Background: an optimization exercise with open tools, aiming at small area, a short achievable clock period and few clock cycles per item. Do not read the settings as production practice. At most, simulation tests tie the RTL to the original design; equivalence was not proved. No functional check of the RTL was part of run 3. No activity file was given, so power comes from the tool's default toggle rates.

File: design.v
`timescale 1ns / 1ps
`default_nettype none
package rybb_pkg;
  localparam int unsigned BLOCK_SAMPLES_DEF = 64;
  localparam logic [1:0] TOK_NONE   = 2'd0;   
  localparam logic [1:0] TOK_TAKEN  = 2'd1;   
  localparam logic [1:0] TOK_SAMPLE = 2'd2;   
endpackage
`default_nettype wire
`timescale 1ns / 1ps
`default_nettype none
module rybb_conv (
  input  wire logic       clk_i,
  input  wire logic [7:0] r_i,
  input  wire logic [7:0] g_i,
  input  wire logic [7:0] b_i,
  output logic      [7:0] y_o,
  output logic      [7:0] cb_o,
  output logic      [7:0] cr_o
);
  logic [7:0] r0, g0, b0;
  always_ff @(posedge clk_i) begin
    r0 <= r_i;
    g0 <= g_i;
    b0 <= b_i;
  end
  logic [9:0] e_m, e_s, e_c;
  assign e_m = ~{1'b0, g0, 1'b0};
  assign e_s = {2'b0, r0} ^ {2'b0, b0} ^ e_m;
  assign e_c = ({2'b0, r0} & {2'b0, b0}) | ({2'b0, r0} & e_m) | ({2'b0, b0} & e_m);
  logic [7:0] g1;
  logic [8:0] d11, d21;
  logic [9:0] e1;
  always_ff @(posedge clk_i) begin
    g1  <= g0;
    d11 <= {1'b0, r0} - {1'b0, g0};
    d21 <= {1'b0, b0} - {1'b0, g0};
    e1  <= e_s + {e_c[8:0], 1'b1};
  end
  wire ty_0 = e1[0] ^ ~e1[3];
  wire ty_1 = e1[0] & ~e1[3];
  wire ty_2 = e1[1] ^ ~e1[4] ^ e1[6];
  wire ty_3 = (e1[1] & ~e1[4]) | (e1[1] & e1[6]) | (~e1[4] & e1[6]);
  wire ty_4 = e1[2] ^ ~e1[5] ^ e1[7];
  wire ty_5 = (e1[2] & ~e1[5]) | (e1[2] & e1[7]) | (~e1[5] & e1[7]);
  wire ty_6 = e1[3] ^ ~e1[6] ^ e1[8];
  wire ty_7 = (e1[3] & ~e1[6]) | (e1[3] & e1[8]) | (~e1[6] & e1[8]);
  wire ty_8 = e1[4] ^ ~e1[7] ^ ~e1[9];
  wire ty_9 = (e1[4] & ~e1[7]) | (e1[4] & ~e1[9]) | (~e1[7] & ~e1[9]);
  wire ty_10 = d11[4] ^ d11[5];
  wire ty_11 = d11[4] & d11[5];
  wire ty_12 = e1[5] ^ ~e1[8] ^ d11[5];
  wire ty_13 = (e1[5] & ~e1[8]) | (e1[5] & d11[5]) | (~e1[8] & d11[5]);
  wire ty_14 = d11[6] ^ 1'b1;
  wire ty_15 = d11[6] & 1'b1;
  wire ty_16 = e1[6] ^ e1[9] ^ d11[6];
  wire ty_17 = (e1[6] & e1[9]) | (e1[6] & d11[6]) | (e1[9] & d11[6]);
  wire ty_18 = ty_0 ^ e1[5];
  wire ty_19 = ty_0 & e1[5];
  wire ty_20 = ty_2 ^ d11[1] ^ d11[2];
  wire ty_21 = (ty_2 & d11[1]) | (ty_2 & d11[2]) | (d11[1] & d11[2]);
  wire ty_22 = ty_4 ^ d11[2] ^ d11[3];
  wire ty_23 = (ty_4 & d11[2]) | (ty_4 & d11[3]) | (d11[2] & d11[3]);
  wire ty_24 = ty_6 ^ d11[3] ^ d11[4];
  wire ty_25 = (ty_6 & d11[3]) | (ty_6 & d11[4]) | (d11[3] & d11[4]);
  wire ty_26 = ty_8 ^ ty_10 ^ 1'b1;
  wire ty_27 = (ty_8 & ty_10) | (ty_8 & 1'b1) | (ty_10 & 1'b1);
  wire ty_28 = ty_12 ^ ty_14 ^ ty_9;
  wire ty_29 = (ty_12 & ty_14) | (ty_12 & ty_9) | (ty_14 & ty_9);
  wire ty_30 = ty_16 ^ d11[7] ^ ty_13;
  wire ty_31 = (ty_16 & d11[7]) | (ty_16 & ty_13) | (d11[7] & ty_13);
  wire ty_32 = e1[7] ^ d11[7] ^ ~d11[8];
  wire ty_33 = (e1[7] & d11[7]) | (e1[7] & ~d11[8]) | (d11[7] & ~d11[8]);
  wire ty_34 = ~e1[0] ^ e1[2];
  wire ty_35 = ~e1[0] & e1[2];
  wire ty_36 = ~e1[1] ^ e1[3];
  wire ty_37 = ~e1[1] & e1[3];
  wire ty_38 = ~e1[2] ^ e1[4] ^ d11[0];
  wire ty_39 = (~e1[2] & e1[4]) | (~e1[2] & d11[0]) | (e1[4] & d11[0]);
  wire ty_40 = ty_18 ^ d11[0] ^ d11[1];
  wire ty_41 = (ty_18 & d11[0]) | (ty_18 & d11[1]) | (d11[0] & d11[1]);
  wire ty_42 = ty_20 ^ ty_1 ^ ty_19;
  wire ty_43 = (ty_20 & ty_1) | (ty_20 & ty_19) | (ty_1 & ty_19);
  wire ty_44 = ty_22 ^ ty_3 ^ ty_21;
  wire ty_45 = (ty_22 & ty_3) | (ty_22 & ty_21) | (ty_3 & ty_21);
  wire ty_46 = ty_24 ^ ty_5 ^ ty_23;
  wire ty_47 = (ty_24 & ty_5) | (ty_24 & ty_23) | (ty_5 & ty_23);
  wire ty_48 = ty_26 ^ ty_7 ^ ty_25;
  wire ty_49 = (ty_26 & ty_7) | (ty_26 & ty_25) | (ty_7 & ty_25);
  wire ty_50 = ty_28 ^ ty_11 ^ ty_27;
  wire ty_51 = (ty_28 & ty_11) | (ty_28 & ty_27) | (ty_11 & ty_27);
  wire ty_52 = ty_30 ^ ty_15 ^ ty_29;
  wire ty_53 = (ty_30 & ty_15) | (ty_30 & ty_29) | (ty_15 & ty_29);
  wire ty_54 = ty_32 ^ ty_17 ^ ty_31;
  wire ty_55 = (ty_32 & ty_17) | (ty_32 & ty_31) | (ty_17 & ty_31);
  wire ty_56 = e1[8] ^ ~d11[8] ^ ty_33;
  wire ty_57 = (e1[8] & ~d11[8]) | (e1[8] & ty_33) | (~d11[8] & ty_33);
  wire [15:0] ty_a = {1'b1, ~e1[9], ty_56, ty_54, ty_52, ty_50, ty_48, ty_46, ty_44, ty_42, ty_40, ty_38, ty_36, ty_34, e1[1], e1[0]};
  wire [15:0] ty_b = {1'b0, ty_57, ty_55, ty_53, ty_51, ty_49, ty_47, ty_45, ty_43, ty_41, ty_39, ty_37, ty_35, 1'b1, 1'b0, 1'b0};
  wire tb_0 = ~d11[0] ^ ~d11[2];
  wire tb_1 = ~d11[0] & ~d11[2];
  wire tb_2 = ~d11[1] ^ ~d11[3];
  wire tb_3 = ~d11[1] & ~d11[3];
  wire tb_4 = d21[0] ^ ~d11[2] ^ ~d11[4];
  wire tb_5 = (d21[0] & ~d11[2]) | (d21[0] & ~d11[4]) | (~d11[2] & ~d11[4]);
  wire tb_6 = d21[1] ^ ~d11[3] ^ ~d11[5];
  wire tb_7 = (d21[1] & ~d11[3]) | (d21[1] & ~d11[5]) | (~d11[3] & ~d11[5]);
  wire tb_8 = ~d11[7] ^ d11[8];
  wire tb_9 = ~d11[7] & d11[8];
  wire tb_10 = d21[2] ^ ~d11[4] ^ ~d11[6];
  wire tb_11 = (d21[2] & ~d11[4]) | (d21[2] & ~d11[6]) | (~d11[4] & ~d11[6]);
  wire tb_12 = d21[3] ^ ~d11[5];
  wire tb_13 = d21[3] & ~d11[5];
  wire tb_14 = ~d11[0] ^ ~d11[2];
  wire tb_15 = ~d11[0] & ~d11[2];
  wire tb_16 = ~d11[1] ^ ~d11[3];
  wire tb_17 = ~d11[1] & ~d11[3];
  wire tb_18 = tb_0 ^ ~d11[4] ^ ~d11[5];
  wire tb_19 = (tb_0 & ~d11[4]) | (tb_0 & ~d11[5]) | (~d11[4] & ~d11[5]);
  wire tb_20 = tb_2 ^ ~d11[5] ^ ~d11[6];
  wire tb_21 = (tb_2 & ~d11[5]) | (tb_2 & ~d11[6]) | (~d11[5] & ~d11[6]);
  wire tb_22 = tb_4 ^ ~d11[6] ^ ~d11[7];
  wire tb_23 = (tb_4 & ~d11[6]) | (tb_4 & ~d11[7]) | (~d11[6] & ~d11[7]);
  wire tb_24 = tb_6 ^ tb_8 ^ 1'b1;
  wire tb_25 = (tb_6 & tb_8) | (tb_6 & 1'b1) | (tb_8 & 1'b1);
  wire tb_26 = tb_10 ^ d11[8] ^ tb_7;
  wire tb_27 = (tb_10 & d11[8]) | (tb_10 & tb_7) | (d11[8] & tb_7);
  wire tb_28 = tb_12 ^ ~d11[7] ^ 1'b1;
  wire tb_29 = (tb_12 & ~d11[7]) | (tb_12 & 1'b1) | (~d11[7] & 1'b1);
  wire tb_30 = d21[4] ^ ~d11[6] ^ d11[8];
  wire tb_31 = (d21[4] & ~d11[6]) | (d21[4] & d11[8]) | (~d11[6] & d11[8]);
  wire tb_32 = d21[5] ^ ~d11[7];
  wire tb_33 = d21[5] & ~d11[7];
  wire tb_34 = ~d11[0] ^ ~d11[1];
  wire tb_35 = ~d11[0] & ~d11[1];
  wire tb_36 = ~d11[1] ^ ~d11[2];
  wire tb_37 = ~d11[1] & ~d11[2];
  wire tb_38 = tb_14 ^ ~d11[3] ^ 1'b1;
  wire tb_39 = (tb_14 & ~d11[3]) | (tb_14 & 1'b1) | (~d11[3] & 1'b1);
  wire tb_40 = tb_16 ^ ~d11[4] ^ tb_15;
  wire tb_41 = (tb_16 & ~d11[4]) | (tb_16 & tb_15) | (~d11[4] & tb_15);
  wire tb_42 = tb_18 ^ 1'b1 ^ tb_17;
  wire tb_43 = (tb_18 & 1'b1) | (tb_18 & tb_17) | (1'b1 & tb_17);
  wire tb_44 = tb_20 ^ tb_1 ^ tb_19;
  wire tb_45 = (tb_20 & tb_1) | (tb_20 & tb_19) | (tb_1 & tb_19);
  wire tb_46 = tb_22 ^ tb_3 ^ tb_21;
  wire tb_47 = (tb_22 & tb_3) | (tb_22 & tb_21) | (tb_3 & tb_21);
  wire tb_48 = tb_24 ^ tb_5 ^ tb_23;
  wire tb_49 = (tb_24 & tb_5) | (tb_24 & tb_23) | (tb_5 & tb_23);
  wire tb_50 = tb_26 ^ tb_9 ^ tb_25;
  wire tb_51 = (tb_26 & tb_9) | (tb_26 & tb_25) | (tb_9 & tb_25);
  wire tb_52 = tb_28 ^ tb_11 ^ tb_27;
  wire tb_53 = (tb_28 & tb_11) | (tb_28 & tb_27) | (tb_11 & tb_27);
  wire tb_54 = tb_30 ^ tb_13 ^ tb_29;
  wire tb_55 = (tb_30 & tb_13) | (tb_30 & tb_29) | (tb_13 & tb_29);
  wire tb_56 = tb_32 ^ 1'b1 ^ tb_31;
  wire tb_57 = (tb_32 & 1'b1) | (tb_32 & tb_31) | (1'b1 & tb_31);
  wire tb_58 = d21[6] ^ d11[8] ^ tb_33;
  wire tb_59 = (d21[6] & d11[8]) | (d21[6] & tb_33) | (d11[8] & tb_33);
  wire tb_60 = d21[7] ^ 1'b1;
  wire tb_61 = d21[7] & 1'b1;
  wire [15:0] tb_a = {~d21[8], tb_60, tb_58, tb_56, tb_54, tb_52, tb_50, tb_48, tb_46, tb_44, tb_42, tb_40, tb_38, tb_36, tb_34, ~d11[0]};
  wire [15:0] tb_b = {tb_61, tb_59, tb_57, tb_55, tb_53, tb_51, tb_49, tb_47, tb_45, tb_43, tb_41, tb_39, tb_37, tb_35, 1'b1, 1'b1};
  wire tr_0 = d11[1] ^ ~d21[4];
  wire tr_1 = d11[1] & ~d21[4];
  wire tr_2 = d11[2] ^ ~d21[5];
  wire tr_3 = d11[2] & ~d21[5];
  wire tr_4 = ~d21[0] ^ ~d21[2];
  wire tr_5 = ~d21[0] & ~d21[2];
  wire tr_6 = ~d21[1] ^ ~d21[3];
  wire tr_7 = ~d21[1] & ~d21[3];
  wire tr_8 = ~d21[2] ^ ~d21[4];
  wire tr_9 = ~d21[2] & ~d21[4];
  wire tr_10 = d11[0] ^ ~d21[3] ^ ~d21[5];
  wire tr_11 = (d11[0] & ~d21[3]) | (d11[0] & ~d21[5]) | (~d21[3] & ~d21[5]);
  wire tr_12 = tr_0 ^ ~d21[6] ^ d21[8];
  wire tr_13 = (tr_0 & ~d21[6]) | (tr_0 & d21[8]) | (~d21[6] & d21[8]);
  wire tr_14 = tr_2 ^ ~d21[7] ^ 1'b1;
  wire tr_15 = (tr_2 & ~d21[7]) | (tr_2 & 1'b1) | (~d21[7] & 1'b1);
  wire tr_16 = d11[3] ^ ~d21[6] ^ d21[8];
  wire tr_17 = (d11[3] & ~d21[6]) | (d11[3] & d21[8]) | (~d21[6] & d21[8]);
  wire tr_18 = d11[4] ^ ~d21[7];
  wire tr_19 = d11[4] & ~d21[7];
  wire tr_20 = ~d21[0] ^ ~d21[2];
  wire tr_21 = ~d21[0] & ~d21[2];
  wire tr_22 = ~d21[1] ^ ~d21[3];
  wire tr_23 = ~d21[1] & ~d21[3];
  wire tr_24 = tr_4 ^ ~d21[4] ^ 1'b1;
  wire tr_25 = (tr_4 & ~d21[4]) | (tr_4 & 1'b1) | (~d21[4] & 1'b1);
  wire tr_26 = tr_6 ^ ~d21[5] ^ tr_5;
  wire tr_27 = (tr_6 & ~d21[5]) | (tr_6 & tr_5) | (~d21[5] & tr_5);
  wire tr_28 = tr_8 ^ ~d21[6] ^ tr_7;
  wire tr_29 = (tr_8 & ~d21[6]) | (tr_8 & tr_7) | (~d21[6] & tr_7);
  wire tr_30 = tr_10 ^ ~d21[7] ^ tr_9;
  wire tr_31 = (tr_10 & ~d21[7]) | (tr_10 & tr_9) | (~d21[7] & tr_9);
  wire tr_32 = tr_12 ^ 1'b1 ^ tr_11;
  wire tr_33 = (tr_12 & 1'b1) | (tr_12 & tr_11) | (1'b1 & tr_11);
  wire tr_34 = tr_14 ^ tr_1 ^ tr_13;
  wire tr_35 = (tr_14 & tr_1) | (tr_14 & tr_13) | (tr_1 & tr_13);
  wire tr_36 = tr_16 ^ tr_3 ^ tr_15;
  wire tr_37 = (tr_16 & tr_3) | (tr_16 & tr_15) | (tr_3 & tr_15);
  wire tr_38 = tr_18 ^ 1'b1 ^ tr_17;
  wire tr_39 = (tr_18 & 1'b1) | (tr_18 & tr_17) | (1'b1 & tr_17);
  wire tr_40 = d11[5] ^ d21[8] ^ tr_19;
  wire tr_41 = (d11[5] & d21[8]) | (d11[5] & tr_19) | (d21[8] & tr_19);
  wire tr_42 = d11[6] ^ 1'b1;
  wire tr_43 = d11[6] & 1'b1;
  wire tr_44 = d11[7] ^ 1'b1;
  wire tr_45 = d11[7] & 1'b1;
  wire [15:0] tr_a = {~d11[8], tr_44, tr_42, tr_40, tr_38, tr_36, tr_34, tr_32, tr_30, tr_28, tr_26, tr_24, tr_22, tr_20, ~d21[1], ~d21[0]};
  wire [15:0] tr_b = {tr_45, tr_43, tr_41, tr_39, tr_37, tr_35, tr_33, tr_31, tr_29, tr_27, tr_25, tr_23, tr_21, 1'b1, 1'b0, 1'b1};
  function automatic logic [2:0] lo_gp(input logic [7:0] a, input logic [7:0] b);
    logic [7:0] g, p;
    logic lo, hi;
    g  = a & b;
    p  = a | b;
    lo = g[3] | (p[3] & g[2]) | (p[3] & p[2] & g[1]) | (p[3] & p[2] & p[1] & g[0]);
    hi = g[7] | (p[7] & g[6]) | (p[7] & p[6] & g[5]) | (p[7] & p[6] & p[5] & g[4]);
    lo_gp = {hi, &p[7:4], lo};
  endfunction
  logic [7:0] g2, ya2, yb2, ba2, bb2, ra2, rb2;
  logic [2:0] ygp2, bgp2, rgp2;
  always_ff @(posedge clk_i) begin
    g2   <= g1;
    ya2  <= ty_a[15:8];
    yb2  <= ty_b[15:8];
    ygp2 <= lo_gp(ty_a[7:0], ty_b[7:0]);
    ba2  <= tb_a[15:8];
    bb2  <= tb_b[15:8];
    bgp2 <= lo_gp(tb_a[7:0], tb_b[7:0]);
    ra2  <= tr_a[15:8];
    rb2  <= tr_b[15:8];
    rgp2 <= lo_gp(tr_a[7:0], tr_b[7:0]);
  end
  logic yc, bc, rc;
  assign yc = ygp2[2] | (ygp2[1] & ygp2[0]);
  assign bc = bgp2[2] | (bgp2[1] & bgp2[0]);
  assign rc = rgp2[2] | (rgp2[1] & rgp2[0]);
  always_ff @(posedge clk_i) begin
    y_o  <= g2 + ya2 + yb2 + {7'b0, yc};
    cb_o <= ba2 + bb2 + {7'b0, bc};
    cr_o <= ra2 + rb2 + {7'b0, rc};
  end
endmodule
`default_nettype wire
`timescale 1ns / 1ps
`default_nettype none
module rgb_to_ycbcr_block_builder_unit (
  input  wire logic              clk_i,
  input  wire logic              rst_ni,
  input  wire logic              in_vld_i,
  output logic                   in_stall_o,
  input  wire logic              kind_i,
  input  wire logic [7:0]        red_i,
  input  wire logic [7:0]        green_i,
  input  wire logic [7:0]        blue_i,
  output logic                   out_vld_o,
  input  wire logic              out_stall_i,
  output logic                   pixel_taken_o,
  output logic                   sample_valid_o,
  output logic signed [8:0]      sample_o,
  output logic        [1:0]      block_type_o,
  output logic        [5:0]      element_index_o,
  output logic                   last_of_block_o
);
  localparam int unsigned FD = 8;      
  localparam int unsigned FW = 3;      
  localparam int unsigned TQ = 3;      
  localparam logic [1:0] T_NONE   = rybb_pkg::TOK_NONE;
  localparam logic [1:0] T_TAKEN  = rybb_pkg::TOK_TAKEN;
  localparam logic [1:0] T_SAMPLE = rybb_pkg::TOK_SAMPLE;
  logic       stall_q;
  logic       pend_q;
  logic [7:0] cnt_q;
  logic [5:0] wph_q;      
  logic       accept, take_px, take_pl;
  logic [1:0] tok;
  assign accept  = in_vld_i && !stall_q;
  assign take_px = accept && !kind_i && !pend_q;
  assign take_pl = accept &&  kind_i &&  pend_q;
  assign tok     = take_px ? T_TAKEN : take_pl ? T_SAMPLE : T_NONE;
  logic cnt_last_px, cnt_last_pl;
  assign cnt_last_px = (cnt_q[5:0] == 6'd63);
  assign cnt_last_pl = (cnt_q == 8'd191);
  logic       pend_d;
  logic [7:0] cnt_d, cnt_inc;
  assign cnt_inc = cnt_q + 8'd1;
  always_comb begin
    pend_d = pend_q;
    cnt_d  = cnt_q;
    if (take_px) begin
      pend_d = cnt_last_px;
      cnt_d  = cnt_last_px ? 8'd0 : cnt_inc;
    end else if (take_pl) begin
      pend_d = !cnt_last_pl;
      cnt_d  = cnt_last_pl ? 8'd0 : cnt_inc;
    end
  end
  always_ff @(posedge clk_i or negedge rst_ni) begin
    if (!rst_ni) begin
      pend_q <= 1'b0;
      cnt_q  <= '0;
    end else begin
      pend_q <= pend_d;
      cnt_q  <= cnt_d;
    end
  end
  always_ff @(posedge clk_i) begin
    wph_q <= take_px ? 6'd0 : wph_q + 6'd1;
  end
  logic [7:0] y_c, cb_c, cr_c;
  rybb_conv u_conv (
    .clk_i (clk_i),
    .r_i   (red_i),
    .g_i   (green_i),
    .b_i   (blue_i),
    .y_o   (y_c),
    .cb_o  (cb_c),
    .cr_o  (cr_c)
  );
  logic [3:0] wr_q;      
  logic [3:0] wlast_q;   
  always_ff @(posedge clk_i or negedge rst_ni) begin
    if (!rst_ni) begin
      wr_q <= '0;
    end else begin
      wr_q <= {wr_q[2:0], take_px};
    end
  end
  always_ff @(posedge clk_i) begin
    wlast_q <= {wlast_q[2:0], cnt_last_px};
  end
  logic [23:0] ring_q [64];
  always_ff @(posedge clk_i) begin
    ring_q[0] <= wr_q[3] ? {cr_c, cb_c, y_c} : ring_q[63];
    for (int i = 1; i < 64; i++) ring_q[i] <= ring_q[i-1];
  end
  logic          rd_act_q;    
  logic [5:0]    pos_q;       
  logic [7:0]    rn_q;        
  logic [FD-1:0] fth_q;
  logic          rd, fpop;
  logic [23:0]   tap;
  logic [7:0]    rd_byte;
  assign rd  = rd_act_q && (pos_q[2:0] == 3'd7) && !fth_q[FD-1];
  assign tap = ring_q[{pos_q[5:3], 3'd7}];
  always_comb begin
    unique case (rn_q[7:6])
      2'd0:    rd_byte = tap[7:0];
      2'd1:    rd_byte = tap[15:8];
      default: rd_byte = tap[23:16];
    endcase
  end
  logic rd_act_d;
  always_comb begin
    rd_act_d = rd_act_q;
    if (wr_q[3] && wlast_q[3])       rd_act_d = 1'b1;
    else if (rd && rn_q == 8'd191)   rd_act_d = 1'b0;
  end
  always_ff @(posedge clk_i or negedge rst_ni) begin
    if (!rst_ni) rd_act_q <= 1'b0;
    else         rd_act_q <= rd_act_d;
  end
  always_ff @(posedge clk_i) begin
    if (wr_q[3] && wlast_q[3]) begin
      pos_q <= 6'd63;
      rn_q  <= '0;
    end else if (rd) begin
      rn_q  <= rn_q + 8'd1;
    end else begin
      pos_q <= pos_q + 6'd1;
    end
  end
  logic [7:0]    fifo_q [FD];
  logic [FW-1:0] fwp_q, frp_q;
  always_ff @(posedge clk_i) begin
    if (rd) fifo_q[fwp_q] <= rd_byte;
  end
  always_ff @(posedge clk_i or negedge rst_ni) begin
    if (!rst_ni) begin
      fwp_q <= '0;
      frp_q <= '0;
      fth_q <= '0;
    end else begin
      if (rd)   fwp_q <= fwp_q + 1'b1;
      if (fpop) frp_q <= frp_q + 1'b1;
      if (rd && !fpop)      fth_q <= {fth_q[FD-2:0], 1'b1};
      else if (fpop && !rd) fth_q <= {1'b0, fth_q[FD-1:1]};
    end
  end
  logic [1:0] tq_cls_q [TQ];
  logic [7:0] tq_cnt_q [TQ];
  logic [2:0] tq_v_q;           
  logic [1:0] tcls_q;           
  logic       h0_q, h1_q, h2_q, e1one_q;
  assign h0_q    = (tq_cnt_q[0] == 8'd0);
  assign h1_q    = (tq_cnt_q[0] == 8'd1);
  assign h2_q    = (tq_cnt_q[0] == 8'd2);
  assign e1one_q = (tq_cnt_q[1] == 8'd1);
  logic       open, tok_avail, consume;
  logic [1:0] head_cls;
  assign head_cls  = tq_cls_q[0];
  assign tok_avail = tq_v_q[0] && !h0_q && ((head_cls != T_SAMPLE) || fth_q[0]);
  assign open      = !out_v_q || !out_stall_i;
  assign consume   = open && tok_avail;
  assign fpop      = consume && (head_cls == T_SAMPLE);
  logic px_ext, pl_ext, extend, push_new;
  assign px_ext   = tq_v_q[0] && !pend_q && (tcls_q == T_TAKEN);
  assign pl_ext   = tq_v_q[0] &&  pend_q && (tcls_q == T_SAMPLE);
  assign extend   = accept && (kind_i ? pl_ext : px_ext);
  assign push_new = accept && !(kind_i ? pl_ext : px_ext);
  typedef struct packed {
    logic       retire;
    logic [2:0] v;
    logic [2:0] slot;
    logic [2:0] inc;
    logic       h0, h1;
  } tq_step_t;
  function automatic tq_step_t tq_step(input logic ext, input logic pnew, input logic cons,
                                       input logic [2:0] v, input logic h0, input logic h1,
                                       input logic h2, input logic e1one);
    tq_step_t st;
    logic [2:0] v_s;
    st.inc    = {3{ext}} & (v & ~{1'b0, v[2:1]});
    st.retire = v[0] && !st.inc[0] && (h0 || (h1 && cons)) && (v[1] || pnew);
    v_s       = st.retire ? {1'b0, v[2:1]} : v;
    st.slot   = {3{pnew}} & (~v_s & {v_s[1:0], 1'b1});
    st.v      = v_s | st.slot;
    if (st.retire) begin
      st.h0 = 1'b0;
      st.h1 = v[1] ? (e1one && !st.inc[1]) : 1'b1;
    end else if (st.slot[0]) begin
      st.h0 = 1'b0;
      st.h1 = 1'b1;
    end else begin
      st.h0 = !st.inc[0] && (h0 || (h1 && cons));
      st.h1 = (h1 && (st.inc[0] == cons)) || (h0 && st.inc[0] && !cons) ||
              (h2 && cons && !st.inc[0]);
    end
    tq_step = st;
  endfunction
  tq_step_t st_n0, st_n1, st_x0, st_x1, st_p0, st_p1, st;
  assign st_n0 = tq_step(1'b0, 1'b0, 1'b0, tq_v_q, h0_q, h1_q, h2_q, e1one_q);
  assign st_n1 = tq_step(1'b0, 1'b0, 1'b1, tq_v_q, h0_q, h1_q, h2_q, e1one_q);
  assign st_x0 = tq_step(1'b1, 1'b0, 1'b0, tq_v_q, h0_q, h1_q, h2_q, e1one_q);
  assign st_x1 = tq_step(1'b1, 1'b0, 1'b1, tq_v_q, h0_q, h1_q, h2_q, e1one_q);
  assign st_p0 = tq_step(1'b0, 1'b1, 1'b0, tq_v_q, h0_q, h1_q, h2_q, e1one_q);
  assign st_p1 = tq_step(1'b0, 1'b1, 1'b1, tq_v_q, h0_q, h1_q, h2_q, e1one_q);
  assign st    = extend   ? (consume ? st_x1 : st_x0) :
                 push_new ? (consume ? st_p1 : st_p0) :
                            (consume ? st_n1 : st_n0);
  logic [7:0] cnt_g [TQ];
  logic [7:0] cnt0_p, cnt0_m;
  assign cnt0_p = tq_cnt_q[0] + 8'd1;
  assign cnt0_m = tq_cnt_q[0] - 8'd1;
  always_comb begin
    for (int i = 0; i < TQ; i++) cnt_g[i] = st.inc[i] ? tq_cnt_q[i] + 8'd1 : tq_cnt_q[i];
    if (consume) cnt_g[0] = st.inc[0] ? tq_cnt_q[0] : cnt0_m;
    else         cnt_g[0] = st.inc[0] ? cnt0_p : tq_cnt_q[0];
  end
  logic [1:0] tq_cls_d [TQ];
  logic [7:0] tq_cnt_d [TQ];
  always_comb begin
    for (int i = 0; i < TQ; i++) begin
      if (st.retire && (i < TQ - 1)) begin
        tq_cls_d[i] = tq_cls_q[i+1];
        tq_cnt_d[i] = cnt_g[i+1];
      end else begin
        tq_cls_d[i] = tq_cls_q[i];
        tq_cnt_d[i] = cnt_g[i];
      end
      if (st.slot[i]) begin
        tq_cls_d[i] = tok;
        tq_cnt_d[i] = 8'd1;
      end
    end
  end
  always_ff @(posedge clk_i) begin
    for (int i = 0; i < TQ; i++) begin
      tq_cls_q[i] <= tq_cls_d[i];
      tq_cnt_q[i] <= tq_cnt_d[i];
    end
  end
  always_ff @(posedge clk_i or negedge rst_ni) begin
    if (!rst_ni) begin
      tq_v_q  <= '0;
      tcls_q  <= T_NONE;
    end else begin
      tq_v_q  <= st.v;
      if (push_new) tcls_q <= tok;
    end
  end
  logic st_none, st_pix, st_pull;
  always_comb begin
    st_none = tq_v_q[2] ||
              (!pend_q && rd_act_d) ||
              (!pend_q && (cnt_q[5:0] != 6'd0) && (wph_q != 6'd63));
    st_pix  = tq_v_q[2] || (tq_v_q[1] && !px_ext) ||
              (!pend_q && !cnt_last_px && rd_act_d);
    st_pull = tq_v_q[2] || (tq_v_q[1] && !pl_ext) ||
              (pend_q ? (cnt_last_pl && rd_act_d)
                      : (rd_act_d || ((cnt_q[5:0] != 6'd0) && (wph_q != 6'd63))));
  end
  always_ff @(posedge clk_i or negedge rst_ni) begin
    if (!rst_ni) stall_q <= 1'b0;
    else         stall_q <= !accept ? st_none : kind_i ? st_pull : st_pix;
  end
  logic       out_v_q;
  logic [7:0] ocnt_q;
  logic       taken_q, sval_q, last_q;
  logic [8:0] smp_q;
  logic [1:0] btype_q;
  logic [5:0] eidx_q;
  logic [7:0] fhead;
  logic       is_smp;
  assign fhead  = fifo_q[frp_q];
  assign is_smp = (head_cls == T_SAMPLE);
  always_ff @(posedge clk_i or negedge rst_ni) begin
    if (!rst_ni) begin
      out_v_q <= 1'b0;
      ocnt_q  <= '0;
    end else begin
      if (open) out_v_q <= tok_avail;
      if (fpop) ocnt_q <= (ocnt_q == 8'd191) ? 8'd0 : ocnt_q + 8'd1;
    end
  end
  always_ff @(posedge clk_i) begin
    if (open) begin
      taken_q <= (head_cls == T_TAKEN);
      sval_q  <= is_smp;
      smp_q   <= is_smp ? {(ocnt_q[7:6] != 2'd0) && fhead[7], fhead} : 9'd0;
      btype_q <= is_smp ? ocnt_q[7:6] : 2'd0;
      eidx_q  <= is_smp ? ocnt_q[5:0] : 6'd0;
      last_q  <= is_smp && (ocnt_q[5:0] == 6'd63);
    end
  end
  assign in_stall_o      = stall_q;
  assign out_vld_o       = out_v_q;
  assign pixel_taken_o   = taken_q;
  assign sample_valid_o  = sval_q;
  assign sample_o        = smp_q;
  assign block_type_o    = btype_q;
  assign element_index_o = eidx_q;
  assign last_of_block_o = last_q;
endmodule
`default_nettype wire
File: run.sh
#!/bin/bash
# synth_recipe.tcl (not shown) runs the flow's synth.tcl, then flattens the netlist and writes it again
# the make line also repeats each setting of config.mk as NAME=value (left out here)
make -C /OpenROAD-flow-scripts/flow DESIGN_CONFIG=/design/flow/config.mk WORK_HOME=/design/flow/orfs CLKGATE_MAP_FILE= SYNTH_SCRIPT=/design/flow/synth_recipe.tcl finish
File: config.mk
export PLATFORM = sky130hd
export DESIGN_NAME = rgb_to_ycbcr_block_builder_unit
export DESIGN_NICKNAME = rgb_to_ycbcr_block_builder_unit
export VERILOG_FILES = /design/flow/design.v
export SDC_FILE = /design/flow/constraint.sdc
export NUM_CORES = 4
export LEC_CHECK = 0
export CAP_MARGIN = 20
export CORE_MARGIN = 2
export CORE_UTILIZATION = 65
export CTS_CLUSTER_DIAMETER = 100
export CTS_CLUSTER_SIZE = 30
export SETUP_SLACK_MARGIN = 4.7
export SLEW_MARGIN = 20
File: constraint.sdc
create_clock -name core_clock -period 7.0 [get_ports {clk_i}]
set_input_delay 1.4000 -clock core_clock [delete_from_list [all_inputs] [get_ports {clk_i}]]
set_output_delay 1.4000 -clock core_clock [all_outputs]
set_load 0.01 [all_outputs]
==> flow_metrics.py, run 1 <==
metrics = {
    "run_status": {
        "status": "complete, no violations",
    },
    "layout": {
        "nets": 3435,
        "drive_above_1_share": 0.1574,
        "area_growth_pct": 11.78,
        "antenna_cells": 0,
    },
    "route": {
        "dr.first_iter.drc_count": 1095,
        "first_pass_iters": 5,
        "wire_per_inst_microns": 18.04,
        "drc": 0,
        "vias": 21089,
        "via_per_inst": 4.993,
        "wl_microns": 76200,
        "antenna_left": 0,
    },
    "grt": {
        "grt_antenna_before_repair": 2,
        "grt_use_met3": 0.02741,
        "grt_pass1_vias": 21459,
        "grt.total_usage": 0.2028,
        "grt.met1_usage": 0.2904,
        "grt.overflow.total": 0,
        "grt.busiest_layer": "met2",
        "grt_start_max_net_pins": 44,
        "use_met2": 0.3303,
        "grt_pass1_wl_microns": 117900,
    },
    "synthesis": {
        "synth_area_leaders": "dfxtp_1, edfxtp_1, fa_1",
        "synth_cell_types": 78,
        "synth_compound_area_frac": 0.03378,
        "synth.yosys.warnings": 8,
        "synth_ff_type": "dfxtp_1",
        "synth_fa_ha_area_frac": 0.05431,
        "synth_xor_area_frac": 0.01288,
        "syn_avg_cell_area_sq_um": 15.54,
        "synth_seq_cells": 1864,
        "yosys-mux-area-fraction": 0.03512,
        "yosys.area_share.simple": 0.03859,
        "synthesis.nets": 3251,
        "synth.top_cell.area_share": 0.7280,
        "netlist_area_sq_um": 47600,
        "synthArstFlopShare": 0.02307,
        "syn_inst": 3064,
        "seq_area_frac_synth": 0.8074,
        "synth_top_area_cell": "dfxtp_1",
        "synth_top_family_by_area": "adder cells",
        "synth_edf_count": 90,
    },
    "floorplan": {
        "fp.dieArea_sq_um": 75410,
        "rows": 99,
        "dieWidth_microns": 274.6,
        "io_pins": 51,
        "start_util": 0.6546,
        "core_sq_um": 72710,
        "die_h_microns": 274.6,
    },
    "setup_path": {
        "critPathLaunchType": "flop",
        "r2r_slack_ns": 4.36,
        "reg2reg_to": "u_conv.ygp2[2]$_DFF_P_",
        "worstSetupPathType": "reg2reg",
        "arrival_ns": 3.20,
        "r2r_start": "u_conv.e1[6]$_DFF_P_",
        "r2r_cells": 7,
        "startpoint": "u_conv.e1[6]$_DFF_P_",
        "endpoint": "u_conv.ygp2[2]$_DFF_P_",
        "cp_max_fo": 2,
        "critPathRequiredTime_ns": 7.56,
        "cp-end-kind": "flop",
    },
    "timing": {
        "drv_slew": 0,
        "period_needed_ns": 2.638,
        "worstMarginPinSlew_ns": 0.7929,
        "tns_ns": 0,
        "max_freq_mhz": 379.1,
        "final-hold-violation-count": 0,
        "max-slew-margin-rel": 0.4714,
        "fin_crit_sh": 0.3768,
        "setup_viol_count_final": 0,
        "setup_ws_ns": 4.362,
        "rsz0062_at_grt": "yes",
        "fin_skew_ns": 0.03106,
    },
    "clock_network": {
        "cts_tree": "built",
        "cts_buffers": 72,
        "clk_pin_slew_worst_paths_ns": 0.11,
        "cts_root_buffer": "clkbuf_16",
        "clk_path_buf_depth": 3,
        "insertion_delay_ns": 0.66,
        "htree_levels": 3,
        "cts.sinks": 1864,
    },
    "worst_hold_path": {
        "min_path_cells": 0,
        "min_path_type": "reg2reg",
    },
    "placed_design": {
        "io_buffers": 50,
        "globalplace.congestion": 0.8323,
        "pre_cts_ws_ns": 2.972,
        "hpwl_microns": 47540,
    },
    "power": {
        "vdd_drop_max_mv": 0.3497,
        "power.leakage_nw": 21.56,
        "power_density_nw_per_um2": 384.3,
    },
    "run": {
        "maxCapViolations": 0,
    },
}
## critical path, stage by stage (launching register included)
cell     delay, ns
dfxtp_4       0.37
inv_2         0.04
fa_1          0.54
inv_2         0.04
fa_1          0.52
fa_1          0.44
maj3_2        0.31
maj3_2        0.29
## cell usage after synthesis (42+ instances only)
cell      number
mux2_2        58
o21ai_0       72
dfrtp_1       43
ha_1          89
xnor2_1       42
inv_1        165
fa_1          69
nand2_1      106
dfxtp_1     1731
nor2_1       104
edfxtp_1      90
## cell families after synthesis
logic type	after synthesis
DFF	1864
and+or+nand+nor	378
AOI/OAI and AO/OA	239
buffers and inverters	220
adders and majority gates	167
muxes	126
xor gates and xnor gates	70
## per-layer routing
layer / vias to the layer above / wire (microns)
li1: 10317 / -
met1: 10369 / 37010
met2: 293 / 35180
met3: 110 / 2219
met4: 0 / 1787
met5: - / 0
## power breakdown
part	internal [mW]	switching (mW)
clock	1.95	2.96
sequential	11.6	0.521
combinational	1.63	1.80
## area by class of cell
cell class,instances,area [sq um]
fill,4572,19500
inverter,165,648.1
clock inverter,7,116.4
tap,959,1200
timing repair buffer,163,1478
clock buffer,84,1868
multi-input combinational,982,9395
sequential,1864,38500
## sequential cells by signal (all words and copies together), names as in the netlist, 9 cells and up
signal	flops
ring_q	1536
fifo_q	64
tq_cnt_q	24
u_conv.e1	10
smp_q	9
u_conv.d11	9
u_conv.d21	9
## placed cells by master (no fill, tap or decap), types with 39 or more instances in the layout
| cell | instances |
|---|---|
| dfxtp_1 | 1702 |
| clkbuf_16 | 74 |
| ha_1 | 79 |
| nand2_1 | 100 |
| buf_4 | 85 |
| mux2_2 | 55 |
| fa_1 | 61 |
| nor2_1 | 91 |
| inv_1 | 143 |
| edfxtp_1 | 90 |
| dfrtp_1 | 39 |
## worst min path at each step
stage                                      start                      to  slack [ns]
after floorplan             ring_q[9][0]$_DFF_P_   ring_q[10][0]$_DFF_P_        0.31
after global placement    ring_q[25][23]$_DFF_P_  ring_q[26][23]$_DFF_P_        0.31
after detailed placement   ring_q[14][7]$_DFF_P_   ring_q[15][7]$_DFF_P_        0.31
after CTS                   ring_q[6][4]$_DFF_P_    ring_q[7][4]$_DFF_P_        0.31
after global routing       ring_q[6][14]$_DFF_P_   ring_q[7][14]$_DFF_P_        0.32
final                      ring_q[4][17]$_DFF_P_   ring_q[5][17]$_DFF_P_        0.32
## stage by stage
step                power [mW]  utilization  std cells  instance area, sq um  hold WS [ns]
CTS                      20.39       0.7250       4203                 52710        0.3144
finish                   20.45       0.7318       4224                 53210        0.3174
global route             21.42       0.7318       4224                 53210        0.3216
global placement         15.04       0.6798       4033                 49430        0.3097
detailed placement       15.13       0.6798       4033                 49430        0.3121
floorplan                14.14            -       3064                 47870        0.3096
## repair_timing
item                                    4_1_cts  5_1_grt
gates resized for setup                     292       73
endpoints found under the hold margin         0        0
pin swaps                                    77       39
setup buffers                                75       20
gates cloned                                  4        1
endpoints found under the setup margin      215      147
hold buffers                                  0        0
Testbench counts, summed over its fixed seeds: cycles 39,080, items 32,768.
==> run 2: changes to the inputs <==
--- a/config.mk
+++ b/config.mk
@@ -10,5 +10,5 @@
 export CORE_UTILIZATION = 65
 export CTS_CLUSTER_DIAMETER = 100
 export CTS_CLUSTER_SIZE = 30
-export SETUP_SLACK_MARGIN = 4.7
+export SETUP_SLACK_MARGIN = 4.4
 export SLEW_MARGIN = 20
==> flow_metrics.py, run 2 <==
metrics = {
    "run_status": {
        "status": "complete, no violations",
    },
    "setup_path": {
        "cp_max_fo": 4,
        "arrival_ns": 3.16,
        "cp-end-kind": "flop",
        "worstSetupPathType": "in2reg",
        "critPathRequiredTime_ns": 7.54,
        "critPathLaunchType": "primary input",
    },
    "grt": {
        "grt_pass1_wl_microns": 117600,
        "grt_antenna_before_repair": 3,
        "grt.total_usage": 0.2039,
        "grt_start_max_net_pins": 44,
        "grt_pass1_vias": 21383,
        "grt.overflow.total": 0,
    },
    "timing": {
        "drv_slew": 0,
        "tns_ns": 0,
        "worstMarginPinSlew_ns": 0.8943,
        "period_needed_ns": 2.628,
        "fin_skew_ns": 0.02948,
        "fin_hold_ws_ns": 0.3196,
        "setup_viol_count_final": 0,
        "max_freq_mhz": 380.5,
        "final-hold-violation-count": 0,
        "fin_crit_sh": 0.3755,
        "max-slew-margin-rel": 0.4016,
        "rsz0062_at_grt": "yes",
    },
    "layout": {
        "top_register": "ring_q",
        "nets": 3387,
        "top_regs": "ring_q x1536, fifo_q x64, tq_cnt_q x24",
        "multiInputGateArea_sq_um": 8767,
        "final_common_cell": "dfxtp_1",
        "seq_area_sq_um": 38470,
        "fill_cells": 4727,
        "largest_reg_flops": 1536,
        "area_growth_pct": 9.287,
        "drive_above_1_share": 0.1135,
        "final_cell_mix": "dfxtp_1, inv_1, nand2_1",
    },
    "clock_network": {
        "cts_buffers": 72,
        "cts_tree": "built",
        "clk_path_buf_depth": 3,
        "clk_pin_slew_worst_paths_ns": 0.10,
        "cts_root_buffer": "clkbuf_16",
        "htree_levels": 3,
        "insertion_delay_ns": 0.66,
        "cts.sinks": 1864,
    },
    "synthesis": {
        "synth_area_leaders": "dfxtp_1, edfxtp_1, fa_1",
        "synth_top_area_cell": "dfxtp_1",
        "ys_top_cells_by_count": "dfxtp_1, inv_1, nand2_1, nor2_1, edfxtp_1",
        "seq_area_frac_synth": 0.8074,
        "netlist_area_sq_um": 47600,
        "yosysMostFrequentCell": "dfxtp_1",
        "synth.yosys.warnings": 8,
        "synthArstFlopShare": 0.02307,
        "synthesis.nets": 3251,
        "synth_edf_count": 90,
        "syn_inst": 3064,
        "syn_avg_cell_area_sq_um": 15.54,
        "synth.top_cell.area_share": 0.7280,
        "synth_ff_type": "dfxtp_1",
        "synth_cell_types": 78,
        "synth_seq_cells": 1864,
    },
    "floorplan": {
        "io_pins": 51,
        "die_h_microns": 274.6,
        "rows": 99,
        "fp.dieArea_sq_um": 75410,
        "start_util": 0.6546,
        "core_sq_um": 72710,
        "dieWidth_microns": 274.6,
    },
    "placed_design": {
        "io_buffers": 50,
        "globalplace.congestion": 0.8175,
        "hpwl_microns": 47650,
    },
    "power": {
        "power.leakage_nw": 21.08,
        "power_density_nw_per_um2": 383.4,
        "vdd_drop_max_mv": 0.3472,
    },
    "route": {
        "dr.first_iter.drc_count": 1045,
        "via_per_inst": 4.957,
        "antenna_left": 0,
        "drc": 0,
        "first_pass_iters": 4,
        "wire_per_inst_microns": 18.05,
        "vias": 20699,
        "wl_microns": 75360,
    },
    "worst_hold_path": {
        "min_path_type": "reg2reg",
    },
    "run": {
        "maxCapViolations": 0,
    },
}
## run 2: cell count changes in the layout (fill, tap and decap cells not counted), sizes merged
cell	before	now
buf	137	89
inv	165	169
clkbuf	85	83
clkinvlp	3	1
clkinv	4	3
diode	0	1
## run 2: final timing paths
kind	start	end	slack (ns)	cells past startpoint
max in group asynchronous	rst_ni	out_v_q$_DFFE_PN0P_	5.82	1
min in group asynchronous	rst_ni	ocnt_q[0]$_DFFE_PN0P_	0.72	1
worst max register to register	u_conv.e1[1]$_DFF_P_	u_conv.ygp2[2]$_DFF_P_	4.40	7
worst min-delay path	ring_q[59][18]$_DFF_P_	ring_q[60][18]$_DFF_P_	0.32	0
worst max-delay path	kind_i	tq_cnt_q[0][1]$_SDFFE_PP0P_	4.37	7
worst min register to register	ring_q[59][18]$_DFF_P_	ring_q[60][18]$_DFF_P_	0.32	0
## run 2: cell type report
type	instances	area share
Sequential cell	1864	0.7396
Timing Repair Buffer	115	0.01874
Clock buffer	82	0.03577
Tap cell	959	0.02307
Multi-Input combinational cell	982	0.1685
Antenna cell	1	0.00004810
Inverter	165	0.01207
Clock inverter	8	0.002189
## run 2: where the power goes
group	leakage [nW]	switching (mW)	total [mW]	internal (mW)
registers	15.4	0.500	12.1	11.6
clock network	0.965	2.96	4.91	1.95
logic	4.74	1.61	2.95	1.34
## run 2: routing by layer
layer / up-vias / part of all wire / global-route usage
li1: 10222 / - / -
met1: 10132 / 0.49 / 0.2880
met2: 229 / 0.46 / 0.3299
met3: 116 / 0.027 / 0.03334
met4: 0 / 0.026 / 0.05692
met5: - / 0 / 0
## run 2: worst max-delay path, cell delays in order
cell and delay [ns]:
buf_8 0.10, or4b_4 0.53, a2111oi_4 0.44, buf_4 0.20, mux2_4 0.32, o21ai_2 0.13, nor2_1 0.05
## run 2: kinds of logic after synthesis
logic type                 Yosys count  synth area share
and+or+nand+nor                    378           0.03859
buffers and inverters              220           0.01793
muxes                              126           0.03512
AOI/OAI and AO/OA                  239           0.03378
xor gates and xnor gates            70           0.01288
adders and majority gates          167           0.05431
DFF                               1864            0.8074
## run 2: stage by stage
| step | power, mW | util | cell area [sq um] | worst slack [ns] | cells |
|---|---|---|---|---|---|
| floorplan | 14.11 | - | 47760 | 3.923 | 3064 |
| global placement | 14.98 | 0.6787 | 49350 | 3.048 | 4037 |
| detailed placement | 15.09 | 0.6787 | 49350 | 2.978 | 4037 |
| CTS | 20.02 | 0.7109 | 51690 | 4.357 | 4158 |
| global route | 20.92 | 0.7154 | 52020 | 4.286 | 4175 |
| finish | 19.94 | 0.7154 | 52020 | 4.372 | 4176 |
## run 2: timing repair
item                       CTS  global route
pin swaps                   17            13
cloned                       1             1
hold buffers                 0             0
setup endpoints to repair  170           109
buffers inserted            30            16
gates resized for setup    160            50
==> run 3: changes to the inputs <==
--- a/design.v
+++ b/design.v
@@ -392,63 +392,53 @@
   logic [7:0] tq_cnt_q [TQ];
   logic [2:0] tq_v_q;           
   logic [1:0] tcls_q;           
-  logic       h0_q, h1_q, h2_q, e1one_q;
-  assign h0_q    = (tq_cnt_q[0] == 8'd0);
-  assign h1_q    = (tq_cnt_q[0] == 8'd1);
-  assign h2_q    = (tq_cnt_q[0] == 8'd2);
-  assign e1one_q = (tq_cnt_q[1] == 8'd1);
+  logic       acc_q;            
+  logic [1:0] tok_q;            
   logic       open, tok_avail, consume;
   logic [1:0] head_cls;
-  assign head_cls  = tq_cls_q[0];
-  assign tok_avail = tq_v_q[0] && !h0_q && ((head_cls != T_SAMPLE) || fth_q[0]);
+  logic       h0, h1, h2, e1one;
+  assign h0       = (tq_cnt_q[0] == 8'd0);
+  assign h1       = (tq_cnt_q[0] == 8'd1);
+  assign h2       = (tq_cnt_q[0] == 8'd2);
+  assign e1one    = (tq_cnt_q[1] == 8'd1);
+  assign head_cls = tq_cls_q[0];
+  assign tok_avail = tq_v_q[0] && !h0 && ((head_cls != T_SAMPLE) || fth_q[0]);
   assign open      = !out_v_q || !out_stall_i;
   assign consume   = open && tok_avail;
   assign fpop      = consume && (head_cls == T_SAMPLE);
-  logic px_ext, pl_ext, extend, push_new;
-  assign px_ext   = tq_v_q[0] && !pend_q && (tcls_q == T_TAKEN);
-  assign pl_ext   = tq_v_q[0] &&  pend_q && (tcls_q == T_SAMPLE);
-  assign extend   = accept && (kind_i ? pl_ext : px_ext);
-  assign push_new = accept && !(kind_i ? pl_ext : px_ext);
+  always_ff @(posedge clk_i or negedge rst_ni) begin
+    if (!rst_ni) begin
+      acc_q <= 1'b0;
+      tok_q <= T_NONE;
+    end else begin
+      acc_q <= accept;
+      tok_q <= tok;
+    end
+  end
+  logic extend, push_new;
+  assign extend   = acc_q && tq_v_q[0] && (tcls_q == tok_q) && (tok_q != T_NONE);
+  assign push_new = acc_q && !extend;
   typedef struct packed {
     logic       retire;
     logic [2:0] v;
     logic [2:0] slot;
     logic [2:0] inc;
-    logic       h0, h1;
   } tq_step_t;
   function automatic tq_step_t tq_step(input logic ext, input logic pnew, input logic cons,
-                                       input logic [2:0] v, input logic h0, input logic h1,
-                                       input logic h2, input logic e1one);
+                                       input logic [2:0] v, input logic hz, input logic ho);
     tq_step_t st;
     logic [2:0] v_s;
     st.inc    = {3{ext}} & (v & ~{1'b0, v[2:1]});
-    st.retire = v[0] && !st.inc[0] && (h0 || (h1 && cons)) && (v[1] || pnew);
+    st.retire = v[0] && !st.inc[0] && (hz || (ho && cons)) && (v[1] || pnew);
     v_s       = st.retire ? {1'b0, v[2:1]} : v;
     st.slot   = {3{pnew}} & (~v_s & {v_s[1:0], 1'b1});
     st.v      = v_s | st.slot;
-    if (st.retire) begin
-      st.h0 = 1'b0;
-      st.h1 = v[1] ? (e1one && !st.inc[1]) : 1'b1;
-    end else if (st.slot[0]) begin
-      st.h0 = 1'b0;
-      st.h1 = 1'b1;
-    end else begin
-      st.h0 = !st.inc[0] && (h0 || (h1 && cons));
-      st.h1 = (h1 && (st.inc[0] == cons)) || (h0 && st.inc[0] && !cons) ||
-              (h2 && cons && !st.inc[0]);
-    end
     tq_step = st;
   endfunction
-  tq_step_t st_n0, st_n1, st_x0, st_x1, st_p0, st_p1, st;
-  assign st_n0 = tq_step(1'b0, 1'b0, 1'b0, tq_v_q, h0_q, h1_q, h2_q, e1one_q);
-  assign st_n1 = tq_step(1'b0, 1'b0, 1'b1, tq_v_q, h0_q, h1_q, h2_q, e1one_q);
-  assign st_x0 = tq_step(1'b1, 1'b0, 1'b0, tq_v_q, h0_q, h1_q, h2_q, e1one_q);
-  assign st_x1 = tq_step(1'b1, 1'b0, 1'b1, tq_v_q, h0_q, h1_q, h2_q, e1one_q);
-  assign st_p0 = tq_step(1'b0, 1'b1, 1'b0, tq_v_q, h0_q, h1_q, h2_q, e1one_q);
-  assign st_p1 = tq_step(1'b0, 1'b1, 1'b1, tq_v_q, h0_q, h1_q, h2_q, e1one_q);
-  assign st    = extend   ? (consume ? st_x1 : st_x0) :
-                 push_new ? (consume ? st_p1 : st_p0) :
-                            (consume ? st_n1 : st_n0);
+  tq_step_t st_c0, st_c1, st;
+  assign st_c0 = tq_step(extend, push_new, 1'b0, tq_v_q, h0, h1);
+  assign st_c1 = tq_step(extend, push_new, 1'b1, tq_v_q, h0, h1);
+  assign st    = consume ? st_c1 : st_c0;
   logic [7:0] cnt_g [TQ];
   logic [7:0] cnt0_p, cnt0_m;
   assign cnt0_p = tq_cnt_q[0] + 8'd1;
@@ -470,7 +460,7 @@
         tq_cnt_d[i] = cnt_g[i];
       end
       if (st.slot[i]) begin
-        tq_cls_d[i] = tok;
+        tq_cls_d[i] = tok_q;
         tq_cnt_d[i] = 8'd1;
       end
     end
@@ -483,21 +473,29 @@
   end
   always_ff @(posedge clk_i or negedge rst_ni) begin
     if (!rst_ni) begin
-      tq_v_q  <= '0;
-      tcls_q  <= T_NONE;
+      tq_v_q <= '0;
+      tcls_q <= T_NONE;
     end else begin
-      tq_v_q  <= st.v;
-      if (push_new) tcls_q <= tok;
+      tq_v_q <= st.v;
+      if (push_new) tcls_q <= tok_q;
     end
   end
+  logic [1:0] tcls_n;      
+  logic       px_new, pl_new;
+  assign tcls_n = push_new ? tok_q : tcls_q;
+  assign px_new = pend_q  || !((tq_v_q[0] || acc_q) && (tcls_n == T_TAKEN));
+  assign pl_new = !pend_q || !((tq_v_q[0] || acc_q) && (tcls_n == T_SAMPLE));
+  function automatic logic tq_full(input logic [2:0] v, input logic pnow, input logic pnext);
+    tq_full = v[2] || (v[1] && (pnow || pnext)) || (v[0] && pnow && pnext);
+  endfunction
   logic st_none, st_pix, st_pull;
   always_comb begin
-    st_none = tq_v_q[2] ||
+    st_none = tq_full(tq_v_q, push_new, 1'b0) ||
               (!pend_q && rd_act_d) ||
               (!pend_q && (cnt_q[5:0] != 6'd0) && (wph_q != 6'd63));
-    st_pix  = tq_v_q[2] || (tq_v_q[1] && !px_ext) ||
+    st_pix  = tq_full(tq_v_q, push_new, px_new) ||
               (!pend_q && !cnt_last_px && rd_act_d);
-    st_pull = tq_v_q[2] || (tq_v_q[1] && !pl_ext) ||
+    st_pull = tq_full(tq_v_q, push_new, pl_new) ||
               (pend_q ? (cnt_last_pl && rd_act_d)
                       : (rd_act_d || ((cnt_q[5:0] != 6'd0) && (wph_q != 6'd63))));
   end
==> flow_metrics.py, run 3 <==
metrics = {
    "route": {
        "vias": 20430,
        "wl_microns": 71960,
        "drc": 0,
        "dr.first_iter.drc_count": 1067,
        "via_per_inst": 4.940,
        "first_pass_iters": 5,
        "wire_per_inst_microns": 17.40,
        "antenna_left": 0,
    },
    "clock_network": {
        "clk_path_buf_depth": 3,
        "cts.sinks": 1866,
        "cts_tree": "built",
        "htree_levels": 3,
        "cts_root_buffer": "clkbuf_16",
        "cts_hold_buf": 0,
        "clk_pin_slew_worst_paths_ns": 0.12,
        "insertion_delay_ns": 0.67,
        "cts_buffers": 72,
    },
    "synthesis": {
        "synthesis.nets": 3231,
        "synth_area_leaders": "dfxtp_1, edfxtp_1, fa_1",
        "synth.top_cell.area_share": 0.7281,
        "seq_area_frac_synth": 0.8086,
        "synthArstFlopShare": 0.02412,
        "synth_ff_type": "dfxtp_1",
        "syn_inst": 3044,
        "synth_cell_types": 76,
        "synth_edf_count": 90,
        "netlist_area_sq_um": 47590,
        "synth_top_area_cell": "dfxtp_1",
        "syn_avg_cell_area_sq_um": 15.64,
        "synth.yosys.warnings": 8,
        "synth_seq_cells": 1866,
        "ys_top_cells_by_count": "dfxtp_1, inv_1, nand2_1, nor2_1, edfxtp_1",
        "yosysMostFrequentCell": "dfxtp_1",
    },
    "floorplan": {
        "start_util": 0.6546,
        "dieWidth_microns": 274.6,
        "core_sq_um": 72710,
        "rows": 99,
        "fp.dieArea_sq_um": 75400,
        "die_h_microns": 274.6,
        "io_pins": 51,
    },
    "placed_design": {
        "place_area_sq_um": 49220,
        "pre_cts_ws_ns": 2.563,
        "place_inst": 4015,
        "hpwl_microns": 47080,
        "globalplace.congestion": 0.7869,
        "io_buffers": 50,
    },
    "grt": {
        "grt.busiest_layer": "met2",
        "grt_antenna_before_repair": 3,
        "grt_pass1_wl_microns": 111800,
        "grt_pass1_vias": 20685,
        "grt.overflow.total": 0,
        "grt.met1_usage": 0.2874,
        "grt.total_usage": 0.1933,
        "use_met2": 0.2990,
        "grt_start_max_net_pins": 46,
        "grt_use_met3": 0.02959,
    },
    "layout": {
        "final_cell_mix": "dfxtp_1, inv_1, nand2_1",
        "top_regs": "ring_q x1536, fifo_q x64, tq_cnt_q x24",
        "largest_reg_flops": 1536,
        "area_growth_pct": 8.428,
        "multiInputGateArea_sq_um": 8526,
        "instances_no_fill": 4136,
        "top_register": "ring_q",
        "fill_cells": 4718,
        "nets": 3349,
        "drive_above_1_share": 0.09884,
        "stdcell_area_sq_um": 51600,
        "seq_area_sq_um": 38510,
        "final_common_cell": "dfxtp_1",
        "antenna_cells": 0,
    },
    "setup_path": {
        "critPathLaunchType": "flop",
        "startpoint": "stall_q$_DFF_PN0_",
        "r2r_slack_ns": 4.41,
        "cp_max_fo": 2,
        "cp-end-kind": "output port",
        "arrival_ns": 1.21,
        "r2r_start": "u_conv.d11[4]$_DFF_P_",
        "cpPeakStageDelay_ns": 0.40,
        "cpMaxStageDelayCell": "dfrtp_1",
        "worstSetupPathType": "reg2out",
        "crit_chain": "buf_2",
        "critPathRequiredTime_ns": 5.60,
        "path_buf_inv": 1,
        "crit_family": "flip-flops",
    },
    "timing": {
        "max-slew-margin-rel": 0.4869,
        "final-hold-violation-count": 0,
        "setup_viol_count_final": 0,
        "setup_ws_ns": 4.395,
        "fin_crit_sh": 0.3722,
        "period_needed_ns": 2.605,
        "rsz0062_at_grt": "yes",
        "drv_slew": 0,
        "tns_ns": 0,
        "max_freq_mhz": 383.9,
        "worstMarginPinSlew_ns": 0.7697,
        "fin_hold_ws_ns": 0.3200,
        "fin_skew_ns": 0.03111,
    },
    "run_status": {
        "status": "complete, no violations",
    },
    "power": {
        "power.leakage_nw": 20.90,
        "vdd_drop_max_mv": 0.3070,
        "power_density_nw_per_um2": 374.0,
    },
    "worst_hold_path": {
        "hp-start": "ring_q[29][15]$_DFF_P_",
        "min_path_type": "reg2reg",
    },
    "run": {
        "maxCapViolations": 0,
    },
}
==> run 3: per-layer routing <==
metal | wire length [microns] | part of all wire
met5 | 0 | 0
met3 | 2076 | 0.029
met1 | 36640 | 0.51
met4 | 1645 | 0.023
met2 | 31600 | 0.44
==> run 3: cell type report <==
type,instances,area share
inverters,167,0.01232
repair buffers,92,0.01433
multi-input cells,963,0.1652
well taps,959,0.02325
clock inverters,10,0.003152
clock buffers,79,0.03542
flip-flops and latches,1866,0.7463
==> run 3: power by group <==
part,internal [mW],leakage (nW),switching (mW),total [mW]
clock,1.93,0.970,2.96,4.89
combinational,1.11,4.45,1.29,2.40
sequential,11.6,15.5,0.432,12.0
==> run 3: metrics by stage <==
| stage | total power [mW] | util |
|---|---|---|
| after floorplan | 13.83 | - |
| after global placement | 14.48 | 0.6769 |
| after detailed placement | 14.58 | 0.6769 |
| after CTS | 19.44 | 0.7077 |
| after global routing | 20.28 | 0.7097 |
| final | 19.30 | 0.7097 |
==> run 3: final timing paths <==
path                                               end  cells past startpoint
worst max-delay path                        in_stall_o                      1
worst min-delay path            ring_q[30][15]$_DFF_P_                      0
worst max register to register  u_conv.bgp2[1]$_DFF_P_                      8
worst min register to register  ring_q[30][15]$_DFF_P_                      0
max in group asynchronous          out_v_q$_DFFE_PN0P_                      1
min in group asynchronous        ocnt_q[1]$_DFFE_PN0P_                      1
==> run 3: timing repair <==
item,in CTS,in global routing
setup endpoints to repair,159,72
resized for setup,142,29
pin swaps,6,10
setup buffers,23,7
gates cloned,2,0
==> run 3: logic make-up after synthesis <==
| family | after synthesis | synth area share |
|---|---|---|
| flops | 1866 | 0.8086 |
| mux | 116 | 0.03489 |
| xor+xnor | 83 | 0.01527 |
| compound gates | 239 | 0.03368 |
| simple gates | 360 | 0.03594 |
| buf+inv | 217 | 0.01819 |
| fa+ha+maj | 163 | 0.05347 |
==> run 4: changes to the inputs <==
--- a/design.v
+++ b/design.v
@@ -396,11 +396,9 @@
   logic [1:0] tok_q;            
   logic       open, tok_avail, consume;
   logic [1:0] head_cls;
-  logic       h0, h1, h2, e1one;
+  logic       h0, h1;
   assign h0       = (tq_cnt_q[0] == 8'd0);
   assign h1       = (tq_cnt_q[0] == 8'd1);
-  assign h2       = (tq_cnt_q[0] == 8'd2);
-  assign e1one    = (tq_cnt_q[1] == 8'd1);
   assign head_cls = tq_cls_q[0];
   assign tok_avail = tq_v_q[0] && !h0 && ((head_cls != T_SAMPLE) || fth_q[0]);
   assign open      = !out_v_q || !out_stall_i;
@@ -499,9 +497,8 @@
               (pend_q ? (cnt_last_pl && rd_act_d)
                       : (rd_act_d || ((cnt_q[5:0] != 6'd0) && (wph_q != 6'd63))));
   end
-  always_ff @(posedge clk_i or negedge rst_ni) begin
-    if (!rst_ni) stall_q <= 1'b0;
-    else         stall_q <= !accept ? st_none : kind_i ? st_pull : st_pix;
+  always_ff @(posedge clk_i) begin
+    stall_q <= !accept ? st_none : kind_i ? st_pull : st_pix;
   end
   logic       out_v_q;
   logic [7:0] ocnt_q;
==> flow_metrics.py, run 4 <==
metrics = {
    "grt": {
        "grt.overflow.total": 0,
        "grt_antenna_before_repair": 7,
        "grt.total_usage": 0.2020,
        "grt_pass1_vias": 21160,
        "grt_start_max_net_pins": 47,
        "grt_pass1_wl_microns": 116700,
    },
    "layout": {
        "final_common_cell": "dfxtp_1",
        "antenna_cells": 0,
        "nets": 3374,
        "top_register": "ring_q",
        "drive_above_1_share": 0.09352,
        "fill_cells": 4757,
        "largest_reg_flops": 1536,
        "top_regs": "ring_q x1536, fifo_q x64, tq_cnt_q x24",
        "final_cell_mix": "dfxtp_1, inv_1, nor2_1",
        "area_growth_pct": 8.485,
    },
    "setup_path": {
        "cp_num_cells": 1,
        "crit_chain": "buf_2",
        "reg2reg_to": "u_conv.rgp2[2]$_DFF_P_",
        "cpPeakStageDelay_ns": 0.38,
        "startpoint": "smp_q[1]$_SDFFCE_PN0P_",
        "critPathRequiredTime_ns": 5.60,
        "critPathLaunchType": "flop",
        "r2r_slack_ns": 4.48,
        "crit_family": "flip-flops",
        "path_buf_inv": 1,
        "arrival_ns": 1.18,
        "cp_max_fo": 1,
        "endpoint": "sample_o[1]",
        "cpMaxStageDelayCell": "edfxtp_1",
        "worstSetupPathType": "reg2out",
        "cp-end-kind": "output port",
        "r2r_cells": 6,
        "r2r_start": "u_conv.d21[1]$_DFF_P_",
    },
    "placed_design": {
        "io_buffers": 50,
        "pre_cts_ws_ns": 2.970,
        "globalplace.congestion": 0.8098,
        "hpwl_microns": 48740,
    },
    "floorplan": {
        "core_sq_um": 72960,
        "rows": 99,
        "io_pins": 51,
        "fp.dieArea_sq_um": 75780,
        "dieWidth_microns": 275.3,
        "start_util": 0.6557,
        "die_h_microns": 275.3,
    },
    "route": {
        "wire_per_inst_microns": 17.87,
        "dr.first_iter.drc_count": 1202,
        "via_per_inst": 4.964,
        "vias": 20686,
        "wl_microns": 74470,
        "first_pass_iters": 5,
        "route.met2.wl_microns": 34420,
        "dr_wl_met3_microns": 2608,
        "highest_layer": "met4",
        "drc": 0,
        "antenna_left": 0,
        "met1_length_microns": 35500,
    },
    "synthesis": {
        "synth_cell_types": 91,
        "yosysMostFrequentCell": "dfxtp_1",
        "seq_area_frac_synth": 0.8044,
        "synth_seq_cells": 1866,
        "syn_inst": 3088,
        "synthesis.nets": 3275,
        "synth_edf_count": 90,
        "synth.yosys.warnings": 8,
        "synth_ff_type": "dfxtp_1",
        "synth_top_area_cell": "dfxtp_1",
        "syn_avg_cell_area_sq_um": 15.49,
        "synth_area_leaders": "dfxtp_1, edfxtp_1, fa_1",
        "synth.top_cell.area_share": 0.7248,
        "netlist_area_sq_um": 47840,
        "synthArstFlopShare": 0.02358,
        "ys_top_cells_by_count": "dfxtp_1, inv_1, nor2_1, nand2_1, edfxtp_1",
    },
    "run": {
        "maxCapViolations": 0,
    },
    "worst_hold_path": {
        "min_path_type": "reg2reg",
        "hp-start": "ring_q[2][20]$_DFF_P_",
    },
    "clock_network": {
        "cts_hold_buf": 0,
        "insertion_delay_ns": 0.65,
        "cts_root_buffer": "clkbuf_16",
        "cts_tree": "built",
        "clk_pin_slew_worst_paths_ns": 0.10,
        "cts_buffers": 73,
        "cts.sinks": 1866,
        "htree_levels": 3,
        "clk_path_buf_depth": 3,
    },
    "timing": {
        "max_freq_mhz": 387.1,
        "final-hold-violation-count": 0,
        "max-slew-margin-rel": 0.3999,
        "tns_ns": 0,
        "drv_slew": 0,
        "setup_viol_count_final": 0,
        "worstMarginPinSlew_ns": 0.8953,
        "rsz0062_at_grt": "yes",
        "setup_ws_ns": 4.417,
        "fin_crit_sh": 0.3690,
        "fin_skew_ns": 0.02645,
        "period_needed_ns": 2.583,
    },
    "run_status": {
        "status": "complete, no violations",
    },
    "power": {
        "vdd_drop_max_mv": 0.3210,
        "power_density_nw_per_um2": 368.4,
        "p_total_mw": 19.12,
        "power.leakage_nw": 21.04,
    },
}
## run 4: changes by cell type after synthesis, sizes merged, moves of 6 or more
cell,change
nand2,-7
clkbuf,+7
a21oi,-7
nor3,+10
nor2,+18
mux2i,+7
a21o,-6
## run 4: timing repair
item,in CTS,in global routing
setup buffers,13,6
gates resized for setup,155,28
endpoints found under the hold margin,0,0
pin swaps,4,7
setup endpoints to repair,181,96
gates cloned,2,0
## run 4: worst min-delay path by stage
stage | to | depth (start not counted)
floorplan | ring_q[10][0]$_DFF_P_ | 0
global placement | ring_q[30][10]$_DFF_P_ | 0
detailed placement | ring_q[29][3]$_DFF_P_ | 0
CTS | ring_q[60][19]$_DFF_P_ | 0
global route | ring_q[30][10]$_DFF_P_ | 0
finish | ring_q[3][20]$_DFF_P_ | 0
## run 4: cell type report
class	instances	area (sq um)	area share
clock buffers	85	1872	0.03607
well taps	959	1200	0.02312
flip-flops and latches	1866	38520	0.7423
clock inverters	11	183.9	0.003544
repair buffers	79	721.9	0.01391
inverters	173	660.6	0.01273
multi-input cells	994	8737	0.1684
## run 4: power by group
part / switching [mW] / internal [mW]
clock network: 3.01 / 1.97
registers: 0.401 / 11.3
logic: 1.29 / 1.10
total: 4.69 / 14.4
## run 4: per-layer routing
| layer | track usage | vias to the layer above |
|---|---|---|
| met5 | 0 | - |
| met4 | 0.06003 | 0 |
| li1 | - | 10241 |
| met2 | 0.3272 | 317 |
| met1 | 0.2854 | 10008 |
| met3 | 0.03071 | 120 |
## run 4: logic make-up after synthesis
logic type / Yosys count / share of synthesized area
AOI/OAI and AO/OA: 253 / 0.03664
and+or+nand+nor: 381 / 0.03850
buffers and inverters: 229 / 0.01925
adders and majority gates: 166 / 0.05383
DFF: 1866 / 0.8044
muxes: 114 / 0.03296
xor gates and xnor gates: 79 / 0.01446
## run 4: worst register-to-register path, cell delays in order, from the launching register on
cell	delay (ns)
dfxtp_2	0.39
inv_1	0.06
ha_1	0.33
fa_1	0.53
maj3_1	0.39
maj3_1	0.37
maj3_1	0.36
## run 4: through the flow
| stage | instance area, sq um | util | hold slack (ns) | cells |
|---|---|---|---|---|
| 6_report | 51890 | 0.7113 | 0.3196 | 4167 |
| 4_1_cts | 51770 | 0.7096 | 0.3163 | 4161 |
| 2_1_floorplan | 47920 | - | 0.3096 | 3088 |
| 3_5_place_dp | 49420 | 0.6774 | 0.3121 | 4050 |
| 5_1_grt | 51890 | 0.7113 | 0.3212 | 4167 |
| 3_3_place_gp | 49420 | 0.6774 | 0.3096 | 4050 |
Testbench counts of run 4, summed over its fixed seeds: cycles 39,032, items 32,768.

[what the ideal ports hide]
No port has a modelled driver above. Below, the same layouts with a new extraction and two added sets of constraints.
Step 1 sets driving cells, clkbuf_16 on the clock port and buf_2 on the other inputs (assumed; they add their load-dependent delay and slew).
Step 2, shift: input delay + t, output delay - t, t = (earliest + latest rising clock arrival at the registers) / 2. This alone moves slack from input paths to output paths.
Slacks: ideal / step 1 / step 2; pairs: ideal / step 1.
| run | t, ns | setup WS [ns] | hold WS [ns] | worst data-port slew with drivers (ns) | pins driven straight from the clock port |
|---|---|---|---|---|---|
| run 1 | 0.713 | 4.362 / 4.323 / 3.712 | 0.317 / 0.317 / 0.317 | 0.05 | 1 |
| run 2 | 0.714 | 4.372 / 4.324 / 3.684 | 0.320 / 0.320 / 0.320 | 0.05 | 1 |
| run 3 | 0.718 | 4.395 / 4.326 / 3.835 | 0.320 / 0.320 / 0.320 | 0.04 | 1 |
| run 4 | 0.712 | 4.417 / 4.350 / 3.840 | 0.320 / 0.320 / 0.320 | 0.04 | 1 |
After both steps setup and hold are still met in every run listed. The setup slack of run 2, which loses most, moves by -0.048 ns with the drivers and by -0.688 ns with both steps.
